Source: an optimization exercise on an open RTL-to-GDS flow (aim: small area). Production flows keep margins and buffers that such runs may drop. RTL that was checked went through simulation tests only; none was proved equivalent to the original. The clock port is modelled as an ideal driver; clocking choices that lean on that would not hold on a real chip. Power figures rest on the tool's default switching activity, not on a simulated workload.

Setup of lane 1:
==> flow/design.v (excerpt) <==
module rvfiToRvvi (
  input  logic                                                  rvvi,
  input  logic                                                  rstN,
  input  logic                                                  retireValid,
  input  logic [rvviTracePkg::orderWidth-1:0]                   order,
  input  logic [rvviTracePkg::insnWidth-1:0]                    insn,
  input  logic                                                  trap,
  input  logic                                                  intr,
  input  rvviTracePkg::privMode_t                               mode,
  input  logic [rvviTracePkg::xlen-1:0]                         pcRdata,
  input  logic [rvviTracePkg::regAddrWidth-1:0]                 rdAddr,
  input  logic [rvviTracePkg::xlen-1:0]                         rdWdata,
  input  logic [rvviCsrPkg::numCsrs-1:0][rvviTracePkg::xlen-1:0] csrRdata,
  input  logic [rvviCsrPkg::numCsrs-1:0][rvviTracePkg::xlen-1:0] csrRmask,
  input  logic [rvviCsrPkg::numCsrs-1:0][rvviTracePkg::xlen-1:0] csrWdata,
  input  logic [rvviCsrPkg::numCsrs-1:0][rvviTracePkg::xlen-1:0] csrWmask,
  output logic                                                  rvviValid,
  output logic [rvviTracePkg::orderWidth-1:0]                   rvviOrder,
  output logic [rvviTracePkg::insnWidth-1:0]                    rvviInsn,
  output logic                                                  rvviTrap,
  output logic                                                  rvviIntr,
  output rvviTracePkg::privMode_t                               rvviMode,
  output logic [rvviTracePkg::xlen-1:0]                         rvviPc,
  output logic [rvviCsrPkg::numCsrs-1:0][rvviTracePkg::xlen-1:0] csrValue,
  output logic [rvviCsrPkg::numCsrs-1:0]                        csrWb,
  output logic [rvviTracePkg::numGprs-1:0]                      gprWb,
  output logic [rvviTracePkg::xlen-1:0]                         gprWdata
);
For scale: ~1700 cells after synthesis, about 430 flip-flops, ~1700 I/O pins, roughly 18000 um2 of cells after synthesis.
export LEC_CHECK = 0
export CAP_MARGIN = 20
export CORE_AREA = 10 10 570 570
export DIE_AREA = 0 0 580 580
export SLEW_MARGIN = 20
create_clock -name core_clock -period 10.0 [get_ports {rvvi}]
standard.sh (not shown) runs the stock make flow with config.mk's settings and CLKGATE_MAP_FILE= SYNTH_SCRIPT=/design/flow/synth_recipe.tcl, a recipe that flattens the netlist after the stock synthesis.
==> flow/flow/run.sh <==
#!/bin/bash
# Standard layout, with the port buffers made from the smallest buffer cell.
set -euo pipefail
bash standard.sh "BUFFER_PORTS_ARGS=-buffer_cell sky130_fd_sc_hd__buf_1" finish > standard.log 2>&1
Lane 1: all stages complete, timing, DRC and antenna checks passed
#### Input delta (lane 2 over lane 1)
==> flow/flow/run.sh <==
#!/bin/bash
# Standard layout with: port buffers of the smallest buffer cell, pins one
# track apart, a clock tree of small buffers without dummy loads, and cells
# downsized where timing allows after placement and after clock tree synthesis.
set -euo pipefail
F=$PWD/flow
bash standard.sh "BUFFER_PORTS_ARGS=-buffer_cell sky130_fd_sc_hd__buf_1" \
  "CTS_ARGS=-sink_clustering_enable -repair_clock_nets -dont_use_dummy_load -buf_list sky130_fd_sc_hd__clkbuf_4 -sink_clustering_size 20" \
  "POST_RESIZE_TCL=$F/recover.tcl" "POST_CTS_TCL=$F/recover_cts.tcl" \
  finish > standard.log 2>&1
==> flow/flow/recover.tcl (new file) <==
# Downsize cells on paths with slack to spare
estimate_parasitics -placement
repair_timing -recover_power 100 -verbose
==> flow/flow/recover_cts.tcl (new file) <==
# Downsize cells on paths with slack to spare, then legalize again
estimate_parasitics -placement
repair_timing -recover_power 100 -verbose
detailed_placement
check_placement -verbose
Notes after the runs:
Cell area | lane 2 vs lane 1 | lane 2 smaller. Post-synthesis xor/xnor area fraction: lane 2 vs lane 1 identical. Lane 2 ended up with a higher share of final layout cell area taken by non-clock buffers than lane 1 did. The sequential share of layout area in lane 2 sits 1.1 points above the value recorded for lane 1. Between lane 1 and lane 2, the difference in aggregate routed wire length is negligible. A power group with the highest consumption of clock is what lane 1 shows, while registers belongs to lane 2. Delta (lane 2 minus lane 1): non-clock buffer count went up, clock input transition at the sequential cells of the worst setup and hold paths shows no meaningful change. Looking at capture point of the critical path, the gprWb[29] result is from lane 1; the gprWb[22] one comes from lane 2. Delta (lane 2 minus lane 1): global-route usage essentially unchanged; delay of the slowest cell on the worst path decreased 0.28 ns. Lane 2 vs lane 1 — register-to-register path setup slack dropped 0.08 ns. Lane 1 and lane 2 ended up with roughly the same cell area after placement.
For lane 3, these inputs were changed with respect to lane 2:
Settings: CORE_AREA: 10 10 570 570 -> 10 10 640 640; DIE_AREA: 0 0 580 580 -> 0 0 650 650.
==> flow/run.sh (new file) <==
#!/bin/bash
# synth_recipe.tcl (not shown) runs the flow's synth.tcl, then flattens the netlist and writes it again
# the make line also repeats each setting of config.mk as NAME=value (left out here)
make -C /OpenROAD-flow-scripts/flow DESIGN_CONFIG=/design/flow/config.mk WORK_HOME=/design/flow/orfs CLKGATE_MAP_FILE= SYNTH_SCRIPT=/design/flow/synth_recipe.tcl finish
removed: flow/flow/run.sh
removed: flow/flow/recover.tcl
removed: flow/flow/recover_cts.tcl
removed: flow/standard.sh
[summary]
Compared with lane 2, lane 3 shows share of total power in combinational logic higher by 1.7 points. Relative to lane 2, worst path arrival time has increased by 0.02 ns in lane 3. Comparing lane 2 and lane 3, the lower routed wire length is on lane 2. Against lane 2, die area in lane 3 came out worse. Leakage power of the design, lane 2 and lane 3, lower one = lane 2. Between lane 2 and lane 3, ratio of total power to cell area decreased. Lane 3 vs lane 2, total half-perimeter wirelength after legalization and detailed placement went up by about 10%. Lane 3 vs lane 2: internal power consumption up by more than a quarter. In the flow results for lane 2 and lane 3, the peak supply drop is smaller on lane 2. [diff] overall power of the completed layout, lane 3 relative to lane 2: regression. Between lane 2 and lane 3, last weighted congestion value of the routability-driven placer decreased.
The inputs of lane 4 differ from those of lane 3 as listed below.
Settings: DIE_AREA changed from 0 0 650 650 to 0 0 300 300; CORE_AREA changed from 10 10 640 640 to 10 10 290 290.
==> flow/flow/run.sh (new file) <==
#!/bin/bash
# Standard layout, with the port buffers made from the smallest buffer cell.
set -euo pipefail
bash standard.sh "BUFFER_PORTS_ARGS=-buffer_cell sky130_fd_sc_hd__buf_1" finish > standard.log 2>&1
==> flow/standard.sh (new file) <==
#!/bin/bash
# synth_recipe.tcl (not shown) runs the flow's synth.tcl, then flattens the netlist and writes it again
# the make line also repeats each setting of config.mk as NAME=value (left out here)
make -C /OpenROAD-flow-scripts/flow DESIGN_CONFIG=/design/flow/config.mk WORK_HOME=/design/flow/orfs CLKGATE_MAP_FILE= SYNTH_SCRIPT=/design/flow/synth_recipe.tcl "${@:-finish}"
removed: flow/run.sh
==> results.txt <==
For lane 4, the flow was terminated by a tool error in I/O pin placement and produced no final design. Comparing lane 4 against lane 3, there is no change at all in synthesized cell count. NOTE count of standard-cell rows lane 3->lane 4 decreased by more than half. Compared with lane 3, lane 4 shows a effective utilization at floorplan that is 19 points higher. Count of state elements after synthesis came out exactly the same in lane 4 and lane 3. Fraction of the mapped netlist area in compound gates: lane 4 vs lane 3 identical. Lane 4 -> lane 3: mapped cell area delta 0, exact match. Summary of lane 4 over lane 3: number of distinct library cells after synthesis shows no meaningful change; width of the die shows a reduction of 54%.
The inputs of lane 5 differ from those of lane 4 as listed below.
Settings: changing DIE_AREA from 0 0 300 300 to 0 0 580 580; changing CORE_AREA from 10 10 290 290 to 10 10 570 570.
==> flow/flow/run.sh <==
#!/bin/bash
# Standard layout, with the port buffers made from the smallest buffer cell
# and a clock tree of smaller buffers without dummy loads.
set -euo pipefail
bash standard.sh "BUFFER_PORTS_ARGS=-buffer_cell sky130_fd_sc_hd__buf_1" \
  "CTS_ARGS=-sink_clustering_enable -repair_clock_nets -dont_use_dummy_load -buf_list sky130_fd_sc_hd__clkbuf_4 -sink_clustering_size 20" \
  finish > standard.log 2>&1
## What came out
Lane 5 finished every step from synthesis to the final layout, and the layout passed the timing, design-rule and antenna checks.
Comparing lane 4 against lane 5, there is no change at all in area after synthesis.
Lane 5 against lane 4; floorplan row count is up by more than 100%.
Compared lane 5 against lane 4; number of nets produced by synthesis within noise.
Lane 4 → lane 5: overall die width has increased; number of synthesized register bits has remained practically unchanged; initial core utilization has decreased.
Any difference in XOR/XNOR share of the synthesized area between lane 5 and lane 4 is small enough to ignore.
The height of the chip number comes out higher for lane 5 vs lane 4.
Comparing lane 5 against lane 4, there is no change at all in sequential-to-total area share from yosys stat.
No functional check of the RTL was part of any run of this note.

---

rvfiToRvvi, a different RTL version from the one above (not shown whole).
Size in the first run: ~1400 cells after synthesis, ~18000 sq um of cells after synthesis.
export LEC_CHECK = 0
export CAP_MARGIN = 20
export CORE_AREA = 10 10 410 410
export DIE_AREA = 0 0 420 420
export SLEW_MARGIN = 20
export SYNTH_HIERARCHICAL = 1
create_clock -name core_clock -period 10.0 [get_ports {rvvi}]
==> flow/flow/run.sh <==
#!/bin/bash
# Standard layout with: pins on met2, met3 and met4 so that a smaller die holds them, port buffers of the smallest buffer cell, synthesis
# cells downsized after floorplan, and a clock tree of small buffers without
# dummy loads.
set -euo pipefail
F=$PWD/flow
bash standard.sh "BUFFER_PORTS_ARGS=-buffer_cell sky130_fd_sc_hd__buf_1" \
  "IO_PLACER_H=met3" "IO_PLACER_V=met2 met4" \
  "CTS_ARGS=-sink_clustering_enable -repair_clock_nets -dont_use_dummy_load -buf_list sky130_fd_sc_hd__clkbuf_4 -sink_clustering_size 8 -sink_clustering_max_diameter 50" \
  "POST_FLOORPLAN_TCL=$F/downsize.tcl" \
  finish > standard.log 2>&1
==> flow/flow/downsize.tcl <==
# Give every combinational cell that synthesis upsized its smallest size;
# repair_design fixes any slew or capacitance this leaves during placement.
set n 0
foreach inst [get_cells *] {
  set m [get_property $inst ref_name]
  if {[regexp {^(sky130_fd_sc_hd__[a-z0-9]+)_([0-9]+)$} $m -> base size] && $size > 1
      && ![string match "*df*" $base] && ![string match "*clk*" $base]} {
    set small [get_lib_cells -quiet ${base}_1]
    if {$small eq ""} { set small [get_lib_cells -quiet ${base}_0] }
    if {$small ne ""} {
      replace_cell $inst $small
      incr n
    }
  }
}
puts "downsize: replaced $n cells"
Edit:
==> flow/flow/run.sh (replaced) <==
#!/bin/bash
# Standard layout with: port buffers of the smallest buffer cell, synthesis
# cells downsized after floorplan, and a clock tree of small buffers without
# dummy loads.
set -euo pipefail
F=$PWD/flow
bash standard.sh "BUFFER_PORTS_ARGS=-buffer_cell sky130_fd_sc_hd__buf_1" \
  "CTS_ARGS=-sink_clustering_enable -repair_clock_nets -dont_use_dummy_load -buf_list sky130_fd_sc_hd__clkbuf_4 -sink_clustering_size 8 -sink_clustering_max_diameter 50" \
  "POST_FLOORPLAN_TCL=$F/downsize.tcl" \
  finish > standard.log 2>&1
- CORE_AREA: 10 10 410 410 -> 10 10 570 570
- DIE_AREA: 0 0 420 420 -> 0 0 580 580
Maximum frequency rises by 6.7%.
Final area is higher by 11%.
Worst setup slack gets better by 0.29 ns.
Global-route usage came out lower by 1.4 points.
Hold slack is about the same.
Die area came out higher by 91%.
Clock skew grows by 0.063 ns.
Combinational power climbs by 6.3%.
Via count grows by 4.0%.
Power goes up by 8.2%.
Sequential power barely changes.

---

The RTL this note starts from:
==> flow/design.v <==
package rvviTracePkg;
  localparam int xlen = 32;
  localparam int insnWidth = 32;
  localparam int orderWidth = 64;
  localparam int numGprs = 32;
  localparam int regAddrWidth = 5;
  typedef enum logic [1:0] {
    userMode       = 2'd0,
    supervisorMode = 2'd1,
    machineMode    = 2'd3
  } privMode_t;
endpackage
package rvviCsrPkg;
  typedef enum logic [2:0] {
    slotMstatus  = 3'd0,
    slotMisa     = 3'd1,
    slotMie      = 3'd2,
    slotMtvec    = 3'd3,
    slotMscratch = 3'd4,
    slotMepc     = 3'd5,
    slotMcause   = 3'd6,
    slotMip      = 3'd7
  } csrSlot_t;
  localparam int numCsrs = 8;
  localparam logic [numCsrs*12-1:0] csrAddrTable = {
    12'h344,   
    12'h342,   
    12'h341,   
    12'h340,   
    12'h305,   
    12'h304,   
    12'h301,   
    12'h300    
  };
  localparam logic [numCsrs*32-1:0] csrResetTable = {
    32'h0000_0000,   
    32'h0000_0000,   
    32'h0000_0000,   
    32'h0000_0000,   
    32'h0000_0000,   
    32'h0000_0000,   
    32'h4000_1104,   
    32'h0000_0000    
  };
endpackage
`timescale 1ns/1ns
module retireStage (
  input  logic                                  rvvi,
  input  logic                                  rstN,
  input  logic                                  retireValid,
  input  logic [rvviTracePkg::orderWidth-1:0]   order,
  input  logic [rvviTracePkg::insnWidth-1:0]    insn,
  input  logic                                  trap,
  input  logic                                  intr,
  input  rvviTracePkg::privMode_t               mode,
  input  logic [rvviTracePkg::xlen-1:0]         pcRdata,
  output logic                                  rvviValid,
  output logic [rvviTracePkg::orderWidth-1:0]   rvviOrder,
  output logic [rvviTracePkg::insnWidth-1:0]    rvviInsn,
  output logic                                  rvviTrap,
  output logic                                  rvviIntr,
  output rvviTracePkg::privMode_t               rvviMode,
  output logic [rvviTracePkg::xlen-1:0]         rvviPc
);
  always_ff @(posedge rvvi) begin
    rvviValid <= retireValid & rstN;
  end
  always_ff @(posedge rvvi) begin
    rvviOrder <= order;
    rvviInsn  <= insn;
    rvviTrap  <= trap;
    rvviIntr  <= intr;
    rvviMode  <= mode;
    rvviPc    <= pcRdata;
  end
endmodule
`timescale 1ns/1ns
module csrBitNext (
  input  logic rdata,
  input  logic wdata,
  input  logic wmask,
  input  logic value,
  input  logic loadSel,
  input  logic holdSel,
  output logic nextValue,
  output logic changed
);
  logic merged;
  assign merged    = wmask ? wdata : rdata;
  assign nextValue = (loadSel & merged) | (holdSel & value);
  assign changed   = merged ^ value;
endmodule
module csrMerge (
  input  logic                                                           rvvi,
  input  logic                                                           rstN,
  input  logic                                                           retireValid,
  input  logic [rvviCsrPkg::numCsrs-1:0][rvviTracePkg::xlen-1:0]          csrRdata,
  input  logic [rvviCsrPkg::numCsrs-1:0][rvviTracePkg::xlen-1:0]          csrRmask,
  input  logic [rvviCsrPkg::numCsrs-1:0][rvviTracePkg::xlen-1:0]          csrWdata,
  input  logic [rvviCsrPkg::numCsrs-1:0][rvviTracePkg::xlen-1:0]          csrWmask,
  output logic [rvviCsrPkg::numCsrs-1:0][rvviTracePkg::xlen-1:0]          csrValue,
  output logic [rvviCsrPkg::numCsrs-1:0]                                 csrWb
);
  logic [rvviCsrPkg::numCsrs-1:0][rvviTracePkg::xlen-1:0] nextValue;
  logic [rvviCsrPkg::numCsrs-1:0][rvviTracePkg::xlen-1:0] bitChanged;
  logic loadSel;
  logic holdSel;
  assign loadSel = retireValid & rstN;
  assign holdSel = ~retireValid & rstN;
  for (genvar slot = 0; slot < rvviCsrPkg::numCsrs; slot++) begin : gSlot
    for (genvar b = 0; b < rvviTracePkg::xlen; b++) begin : gBit
      csrBitNext i_bit (
        .rdata     (csrRdata[slot][b]),
        .wdata     (csrWdata[slot][b]),
        .wmask     (csrWmask[slot][b]),
        .value     (csrValue[slot][b]),
        .loadSel   (loadSel),
        .holdSel   (holdSel),
        .nextValue (nextValue[slot][b]),
        .changed   (bitChanged[slot][b])
      );
    end
  end
  always_ff @(posedge rvvi) begin
    csrValue <= nextValue | ({rvviCsrPkg::numCsrs*rvviTracePkg::xlen{~rstN}}
                             & rvviCsrPkg::csrResetTable);
  end
  always_ff @(posedge rvvi) begin
    for (int slot = 0; slot < rvviCsrPkg::numCsrs; slot++) begin
      csrWb[slot] <= loadSel & (|bitChanged[slot]);
    end
  end
endmodule
`timescale 1ns/1ns
module gprWriteback (
  input  logic                                  rvvi,
  input  logic                                  rstN,
  input  logic                                  retireValid,
  input  logic                                  trap,
  input  logic [rvviTracePkg::regAddrWidth-1:0] rdAddr,
  input  logic [rvviTracePkg::xlen-1:0]         rdWdata,
  output logic [rvviTracePkg::numGprs-1:0]      gprWb,
  output logic [rvviTracePkg::xlen-1:0]         gprWdata
);
  logic [rvviTracePkg::regAddrWidth-1:0] wbAddr;
  logic writeEnable;
  assign writeEnable = retireValid & ~trap & rstN;
  always_ff @(posedge rvvi) begin
    wbAddr <= writeEnable ? rdAddr : '0;
  end
  always_comb begin
    gprWb = '0;
    for (int reg_i = 1; reg_i < rvviTracePkg::numGprs; reg_i++) begin
      gprWb[reg_i] = (wbAddr == rvviTracePkg::regAddrWidth'(reg_i));
    end
  end
  always_ff @(posedge rvvi) begin
    gprWdata <= rdWdata;
  end
endmodule
`timescale 1ns/1ns
module rvfiToRvvi (
  input  logic                                                  rvvi,
  input  logic                                                  rstN,
  input  logic                                                  retireValid,
  input  logic [rvviTracePkg::orderWidth-1:0]                   order,
  input  logic [rvviTracePkg::insnWidth-1:0]                    insn,
  input  logic                                                  trap,
  input  logic                                                  intr,
  input  rvviTracePkg::privMode_t                               mode,
  input  logic [rvviTracePkg::xlen-1:0]                         pcRdata,
  input  logic [rvviTracePkg::regAddrWidth-1:0]                 rdAddr,
  input  logic [rvviTracePkg::xlen-1:0]                         rdWdata,
  input  logic [rvviCsrPkg::numCsrs-1:0][rvviTracePkg::xlen-1:0] csrRdata,
  input  logic [rvviCsrPkg::numCsrs-1:0][rvviTracePkg::xlen-1:0] csrRmask,
  input  logic [rvviCsrPkg::numCsrs-1:0][rvviTracePkg::xlen-1:0] csrWdata,
  input  logic [rvviCsrPkg::numCsrs-1:0][rvviTracePkg::xlen-1:0] csrWmask,
  output logic                                                  rvviValid,
  output logic [rvviTracePkg::orderWidth-1:0]                   rvviOrder,
  output logic [rvviTracePkg::insnWidth-1:0]                    rvviInsn,
  output logic                                                  rvviTrap,
  output logic                                                  rvviIntr,
  output rvviTracePkg::privMode_t                               rvviMode,
  output logic [rvviTracePkg::xlen-1:0]                         rvviPc,
  output logic [rvviCsrPkg::numCsrs-1:0][rvviTracePkg::xlen-1:0] csrValue,
  output logic [rvviCsrPkg::numCsrs-1:0]                        csrWb,
  output logic [rvviTracePkg::numGprs-1:0]                      gprWb,
  output logic [rvviTracePkg::xlen-1:0]                         gprWdata
);
  retireStage i_retireStage (
    .rvvi        (rvvi),
    .rstN        (rstN),
    .retireValid (retireValid),
    .order       (order),
    .insn        (insn),
    .trap        (trap),
    .intr        (intr),
    .mode        (mode),
    .pcRdata     (pcRdata),
    .rvviValid   (rvviValid),
    .rvviOrder   (rvviOrder),
    .rvviInsn    (rvviInsn),
    .rvviTrap    (rvviTrap),
    .rvviIntr    (rvviIntr),
    .rvviMode    (rvviMode),
    .rvviPc      (rvviPc)
  );
  csrMerge i_csrMerge (
    .rvvi        (rvvi),
    .rstN        (rstN),
    .retireValid (retireValid),
    .csrRdata    (csrRdata),
    .csrRmask    (csrRmask),
    .csrWdata    (csrWdata),
    .csrWmask    (csrWmask),
    .csrValue    (csrValue),
    .csrWb       (csrWb)
  );
  gprWriteback i_gprWriteback (
    .rvvi        (rvvi),
    .rstN        (rstN),
    .retireValid (retireValid),
    .trap        (trap),
    .rdAddr      (rdAddr),
    .rdWdata     (rdWdata),
    .gprWb       (gprWb),
    .gprWdata    (gprWdata)
  );
endmodule
clock: 10.0 ns
lec_check: 0
cap_margin: 20
core_area: 10 10 570 570
die_area: 0 0 580 580
slew_margin: 20
synth_hierarchical: 1
==> flow/flow/run.sh <==
#!/bin/bash
# Standard layout with: port buffers of the smallest buffer cell, synthesis
# cells downsized after floorplan, and a clock tree of small buffers without
# dummy loads.
set -euo pipefail
F=$PWD/flow
bash standard.sh "BUFFER_PORTS_ARGS=-buffer_cell sky130_fd_sc_hd__buf_1" \
  "CTS_ARGS=-sink_clustering_enable -repair_clock_nets -dont_use_dummy_load -buf_list sky130_fd_sc_hd__clkbuf_4 -sink_clustering_size 20" \
  "POST_FLOORPLAN_TCL=$F/downsize.tcl" \
  finish > standard.log 2>&1
Scripts as last shown in full above: flow/flow/downsize.tcl
The first run passed the timing, design-rule and antenna checks.
==> next run, changes <==
==> flow/flow/run.sh (replaced) <==
#!/bin/bash
# Standard layout with: pins on met2, met3 and met4 so that a smaller die holds them, port buffers of the smallest buffer cell, synthesis
# cells downsized after floorplan, and a clock tree of small buffers without
# dummy loads.
set -euo pipefail
F=$PWD/flow
bash standard.sh "BUFFER_PORTS_ARGS=-buffer_cell sky130_fd_sc_hd__buf_1" \
  "IO_PLACER_H=met3" "IO_PLACER_V=met2 met4" \
  "CTS_ARGS=-sink_clustering_enable -repair_clock_nets -dont_use_dummy_load -buf_list sky130_fd_sc_hd__clkbuf_4 -sink_clustering_size 8 -sink_clustering_max_diameter 50" \
  "POST_FLOORPLAN_TCL=$F/downsize.tcl" \
  finish > standard.log 2>&1
- CORE_AREA: 10 10 570 570 -> 10 10 410 410
- DIE_AREA: 0 0 580 580 -> 0 0 420 420
- PLACE_DENSITY: not set -> 0.9
=> The new run produced a clean layout; maximum frequency went up by 9.8%; worst setup slack is better by 0.40 ns; power went down by 14%.
==> next run, changes <==
- CORE_AREA: 10 10 410 410 -> 10 10 370 370
- DIE_AREA: 0 0 420 420 -> 0 0 380 380
- PLACE_DENSITY: 0.9 -> not set
Outcome: Routed wire length is about the same. Final cell count fell by 6.9%. Design area went down by 1.7%. Clock skew hardly moves. Sequential power barely changes. Area after synthesis is unchanged.
==> next run, changes <==
--- a/flow/flow/run.sh
+++ b/flow/flow/run.sh
@@ -8,3 +8,3 @@
   "IO_PLACER_H=met3" "IO_PLACER_V=met2 met4" \
-  "CTS_ARGS=-sink_clustering_enable -repair_clock_nets -dont_use_dummy_load -buf_list sky130_fd_sc_hd__clkbuf_4 -sink_clustering_size 8 -sink_clustering_max_diameter 50" \
+  "CTS_ARGS=-sink_clustering_enable -repair_clock_nets -dont_use_dummy_load -buf_list sky130_fd_sc_hd__clkbuf_4 -sink_clustering_size 10 -sink_clustering_max_diameter 60" \
   "POST_FLOORPLAN_TCL=$F/downsize.tcl" \
- CORE_AREA: 10 10 370 370 -> 10 10 410 410
- DIE_AREA: 0 0 380 380 -> 0 0 420 420
Effect:
- routed wire length drops by a few percent
- register-to-register slack gains 0.17 ns
- final area climbs slightly
- critical path depth stays the same
- combinational power is about the same
- non-clock buffer count drops by 1
- via count drops by a few percent

-- port drivers added, routing unchanged --
No port has a modelled driver above. Below, the same layouts with a new extraction and two added sets of constraints.
Step 1: set_driving_cell puts a clkbuf_16 on rvvi and a buf_2 on each other input, an assumption about the parent block.
Step 2 moves the port delays by t, midway between the first and last clock arrival at a register: inputs arrive t later, outputs are due t later. That takes back most of the time a late clock gives input paths.
Slacks: ideal ports / drivers / drivers and shift; pairs: ideal ports / drivers.
run	t (ns)	setup WS [ns]	latest minus earliest clock arrival (ns)	worst data-port slew with drivers (ns)	pins driven straight from the clock port
lane 1	0.848	5.912 / 5.818 / 5.539	0.092 / 0.091	0.57	1
lane 2	1.179	5.559 / 5.472 / 5.648	0.248 / 0.247	0.48	1
lane 3	0.897	5.541 / 5.439 / 4.839	0.068 / 0.068	0.55	1
lane 5	1.286	5.538 / 5.450 / 5.432	0.267 / 0.266	0.57	1
the first run of note 2	0.980	5.332 / 5.254 / 4.994	0.157 / 0.157	0.42	1
the second run of note 2	1.240	5.624 / 5.523 / 5.087	0.292 / 0.291	0.44	1
the first run of note 3	1.244	5.483 / 5.380 / 5.142	0.140 / 0.140	0.46	1
the second run of note 3	1.023	5.886 / 5.808 / 5.609	0.190 / 0.190	0.37	1
the third run of note 3	0.992	5.610 / 5.548 / 5.053	0.171 / 0.170	0.39	1
the fourth run of note 3	0.972	5.359 / 5.278 / 4.931	0.205 / 0.205	0.41	1
After both steps every run listed still meets setup and hold. For lane 3, which loses most, drivers alone change the setup slack by -0.102 ns; drivers and shift together by -0.702 ns.
